This design comes from an exercise in tuning for small area, a short achievable clock period and few clock cycles per item on the open sky130 flow, not from production work.
Where RTL was checked, it was by simulation tests only, not by an equivalence proof against the original.
Power and IR drop assume default switching activity.

Design life_cell_automaton_stencil, start of the top module:
module life_cell_automaton_stencil #(
    parameter int unsigned COLS_LIMIT = 512,
    parameter int unsigned MAX_ROWS   = 512
) (
    input  logic                       i_clk,
    input  logic                       i_rst_n,
    input  logic                       i_cfg_we,
    input  logic [1:0]                 i_cfg_index,
    input  logic [lcas_pkg::CFG_W-1:0] i_cfg_data,
    input  logic                       i_cell_valid,
    output logic                       o_cell_stall,
    input  logic                       i_cell_alive,
    output logic                       o_res_valid,
    input  logic                       i_res_stall,
    output logic                       o_next_alive,
    output logic                       o_tile_last
);
Settings: LEC_CHECK=0, ABC_AREA=1, ABC_CLOCK_PERIOD_IN_PS=2400, CAP_MARGIN=20, CORE_MARGIN=2, CORE_UTILIZATION=65, CTS_BUF_LIST=sky130_fd_sc_hd__clkbuf_8 sky130_fd_sc_hd__clkbuf_16, CTS_CLUSTER_DIAMETER=65, CTS_CLUSTER_SIZE=28, SETUP_SLACK_MARGIN=4.1, SLEW_MARGIN=20; clock period 6.5 ns.
standard.sh (not shown) runs the stock make flow with config.mk's settings and CLKGATE_MAP_FILE= SYNTH_SCRIPT=/design/flow/synth_recipe.tcl, a recipe that flattens the netlist after the stock synthesis.
==> flow/flow/run.sh <==
#!/bin/bash
# The standard layout, with two changes to the resizer's choices: port buffers
# are sky130_fd_sc_hd__buf_4 cells (the default choice may be a delay cell), and
# gate sizing may swap a cell for one of another footprint.
set -euo pipefail
bash standard.sh MATCH_CELL_FOOTPRINT=0 \
    "BUFFER_PORTS_ARGS=-buffer_cell sky130_fd_sc_hd__buf_4" \
    finish > flow_make.log 2>&1
Testbench counts at the start, summed over its fixed seeds: cycles 105,305, items 93,099.
Next try:
--- a/flow/config.mk
+++ b/flow/config.mk
@@ -10,8 +10,7 @@
 export CAP_MARGIN = 20
 export CORE_MARGIN = 2
-export CORE_UTILIZATION = 65
-export CTS_BUF_LIST = sky130_fd_sc_hd__clkbuf_8 sky130_fd_sc_hd__clkbuf_16
-export CTS_CLUSTER_DIAMETER = 65
-export CTS_CLUSTER_SIZE = 28
+export CORE_UTILIZATION = 70
+export CTS_CLUSTER_DIAMETER = 55
+export CTS_CLUSTER_SIZE = 24
 export SETUP_SLACK_MARGIN = 4.1
 export SLEW_MARGIN = 20
The new run ran to the end with no violations.
Global-route usage went up by 4.8 points.
Setup slack loses 21 ps.
Routed wire length went up by 22%.
Utilization went up by 5.9 points.
Clock power went up by 11%.
Fmax went down by 0.89%.
Critical path depth does not change.
Final area went up by 0.59%.
Sequential cell count does not change.
Next try:
--- a/flow/config.mk
+++ b/flow/config.mk
@@ -6,11 +6,10 @@
 export NUM_CORES = 4
 export LEC_CHECK = 0
-export ABC_AREA = 1
 export ABC_CLOCK_PERIOD_IN_PS = 2400
 export CAP_MARGIN = 20
 export CORE_MARGIN = 2
-export CORE_UTILIZATION = 70
-export CTS_CLUSTER_DIAMETER = 55
-export CTS_CLUSTER_SIZE = 24
+export CORE_UTILIZATION = 60
+export CTS_CLUSTER_DIAMETER = 70
+export CTS_CLUSTER_SIZE = 30
 export SETUP_SLACK_MARGIN = 4.1
 export SLEW_MARGIN = 20
Effect: Non-clock buffer count went up by 5. Final cell count fell by a few percent. Fmax shrinks slightly. Via count came out lower by a few percent. Die area grows by about a fifth. Combinational power drops by roughly a tenth. Synthesized cell count went down by a little under a tenth. Utilization came out lower by 12 points. Sequential share of layout area rises by 0.67 points.

* * *

main:
Another version of the RTL of life_cell_automaton_stencil (not shown whole).
For scale: about 1,200 flip-flops, roughly 22 I/O pins.
clock: 6.5 ns
lec_check: 0
abc_clock_period_in_ps: 2500
cap_margin: 20
core_margin: 2
core_utilization: 40
setup_slack_margin: 3.8
slew_margin: 20
run.sh (not shown) runs the stock make flow with config.mk's settings and CLKGATE_MAP_FILE= SYNTH_SCRIPT=/design/flow/synth_recipe.tcl, a recipe that flattens the netlist after the stock synthesis.
Stock flow here: none of the scripts above is used.
Changes in the feature branch relative to main:
- ABC_CLOCK_PERIOD_IN_PS no longer set, was 2500
- SETUP_SLACK_MARGIN no longer set, was 3.8
==> run notes <==
Row proportion of cell area occupied by registers: the feature branch higher / main lower. In the feature branch, the proportion of layout cells with a drive suffix above 1 came out 1.7 points below the value in main. Compared with main, the feature branch instantiates a smaller number of cells. Total routing resource utilization after global routing of main is on par with the feature branch. In terms of number of well taps, the feature branch and main differ only marginally.
No run of this note included a check of the RTL's function; only the layout flow was run.

* * *

v42:
Another version of the RTL of life_cell_automaton_stencil (not shown whole).
Size in the first run: roughly 1600 cells after synthesis, roughly 22 I/O pins, ~35000 um^2 of cells after synthesis.
export LEC_CHECK = 0
export ABC_AREA = 1
export ABC_CLOCK_PERIOD_IN_PS = 2400
export CAP_MARGIN = 20
export CORE_MARGIN = 2
export CORE_UTILIZATION = 80
export CTS_CLUSTER_DIAMETER = 45
export CTS_CLUSTER_SIZE = 22
export SETUP_SLACK_MARGIN = 4.1
export SLEW_MARGIN = 20
create_clock -name core_clock -period 6.5 [get_ports {i_clk}]
standard.sh (not shown) runs the stock make flow with config.mk's settings and CLKGATE_MAP_FILE= SYNTH_SCRIPT=/design/flow/synth_recipe.tcl, a recipe that flattens the netlist after the stock synthesis.
Scripts as last shown in full above: flow/flow/run.sh
For v42, the flow was terminated by a tool error in detailed placement and produced no final design.
Testbench counts of v42, summed over its fixed seeds: cycles 105,305, items 93,099.
diff inputs: v42 => v12
- changing CORE_UTILIZATION from 80 to 65
- changing CTS_CLUSTER_SIZE from 22 to 28
- changing CTS_CLUSTER_DIAMETER from 45 to 65
==> flow/flow/run.sh <==
#!/bin/bash
# The standard layout, with three changes: port buffers are
# sky130_fd_sc_hd__buf_4 cells (the default choice may be a delay cell), gate
# sizing may swap a cell for one of another footprint, and clock tree
# synthesis clusters sinks without insertion delay.
set -euo pipefail
bash standard.sh MATCH_CELL_FOOTPRINT=0 \
    "BUFFER_PORTS_ARGS=-buffer_cell sky130_fd_sc_hd__buf_4" \
    "CTS_ARGS=-sink_clustering_enable -repair_clock_nets -sink_clustering_size 28 -sink_clustering_max_diameter 65 -no_insertion_delay" \
    finish > flow_make.log 2>&1
Findings:
v12 ran to completion and came out clean on the timing, design-rule and antenna checks. Higher final weighted congestion of routability-driven global placement was reported by v42, not v12. Diff v42..v12 | number of unique standard cell types used by synthesis | unchanged. v12 vs. v42: sum of net half-perimeters after detailed placement went down by 33%.
The following lists how v35 was set up differently from v12:
- SLEW_MARGIN now 10, was 20
- CAP_MARGIN now 10, was 20
==> flow/flow/run.sh <==
#!/bin/bash
# The standard layout, with two changes to the resizer's choices: port buffers
# are sky130_fd_sc_hd__buf_4 cells (the default choice may be a delay cell), and
# gate sizing may swap a cell for one of another footprint.
set -euo pipefail
bash standard.sh MATCH_CELL_FOOTPRINT=0 \
    "BUFFER_PORTS_ARGS=-buffer_cell sky130_fd_sc_hd__buf_4" \
    finish > flow_make.log 2>&1
v35 | status: complete | timing, DRC, antenna: pass. v35 vs. v12: post-synthesis instance area closely matched the old numbers; internal power contribution now sits at about the same level. Reported for v12 and v35, die area turned out identical to the last digit. Via-per-instance ratio came out exactly the same in v12 and v35. v35 -> v12: aggregate routed wire length delta 0, exact match. v35 against v12: global-route usage barely changed; worst hold slack now sits at about the same level; synthesized instance count saw little to no change. Reported for v12 and v35, total buffers and inverters traversed by the critical path turned out identical to the last digit. On first-pass GRT wire length, v35 tracks v12 almost exactly.
--- input diff v35..v2 ---
- swapping 10 for 20 in SLEW_MARGIN
- swapping 65 for 50 in CTS_CLUSTER_DIAMETER
- swapping 65 for 75 in CORE_UTILIZATION
- swapping 28 for 24 in CTS_CLUSTER_SIZE
- swapping 10 for 20 in CAP_MARGIN
--- outcome ---
- NOTE: number of buffers inserted by post-CTS setup repair in v2 exceeds that of v35
- Re cell count after synthesis: no difference whatsoever between v35 and v2.
- v2 vs v35 — y dimension of the die dropped about 7%.
- Delta (v2 minus v35): die outline width saw a decrease, number of placed instances, taps included saw a decrease, cell area after synthesis saw little to no change, number of resized instances in the post-cts repair step saw an increase.
- Pre-CTS setup slack in v2 is 0.23 ns below v35.
- Apart from v2, each of v2 and v35 ends the flow with a layout that passes the timing, design-rule and antenna checks.

[static timing again, ports no longer ideal]
The results above use ideal ports. As a check the final layouts listed here were re-extracted and re-timed, cells and wires unchanged.
Step 1: set_driving_cell puts a clkbuf_16 on i_clk and a buf_2 on each other input, an assumption about the parent block.
Step 2 adds t to the input delays and takes it off the output delays; t is the mean of the earliest and latest rising clock arrival at the registers after step 1. Input paths then give back, and output paths get back, about the clock's delay inside the block.
Three values: ideal, step 1, step 2; two values: the first two.
run | shift t [ns] | setup slack, ns | hold WS [ns] | worst register clock-pin slew, ns
the first run of note 1 | 0.667 | 4.150 / 4.088 / 3.620 | 0.407 / 0.407 / 0.407 | 0.10 / 0.10
the second run of note 1 | 0.697 | 4.129 / 4.069 / 3.551 | 0.401 / 0.401 / 0.401 | 0.11 / 0.11
the third run of note 1 | 0.670 | 4.089 / 4.032 / 3.583 | 0.410 / 0.410 / 0.410 | 0.11 / 0.11
main | 0.704 | 3.592 / 3.592 / 3.257 | 0.359 / 0.359 / 0.359 | 0.06 / 0.06
the feature branch | 0.710 | 2.617 / 2.617 / 2.617 | 0.351 / 0.351 / 0.351 | 0.07 / 0.07
v12 | 0.671 | 4.144 / 4.087 / 3.707 | 0.414 / 0.414 / 0.414 | 0.10 / 0.10
v35 | 0.671 | 4.144 / 4.087 / 3.707 | 0.414 / 0.414 / 0.414 | 0.10 / 0.10
After both steps every run listed still meets setup and hold. For the second run of note 1, which loses most, drivers alone change the setup slack by -0.060 ns; drivers and shift together by -0.578 ns.
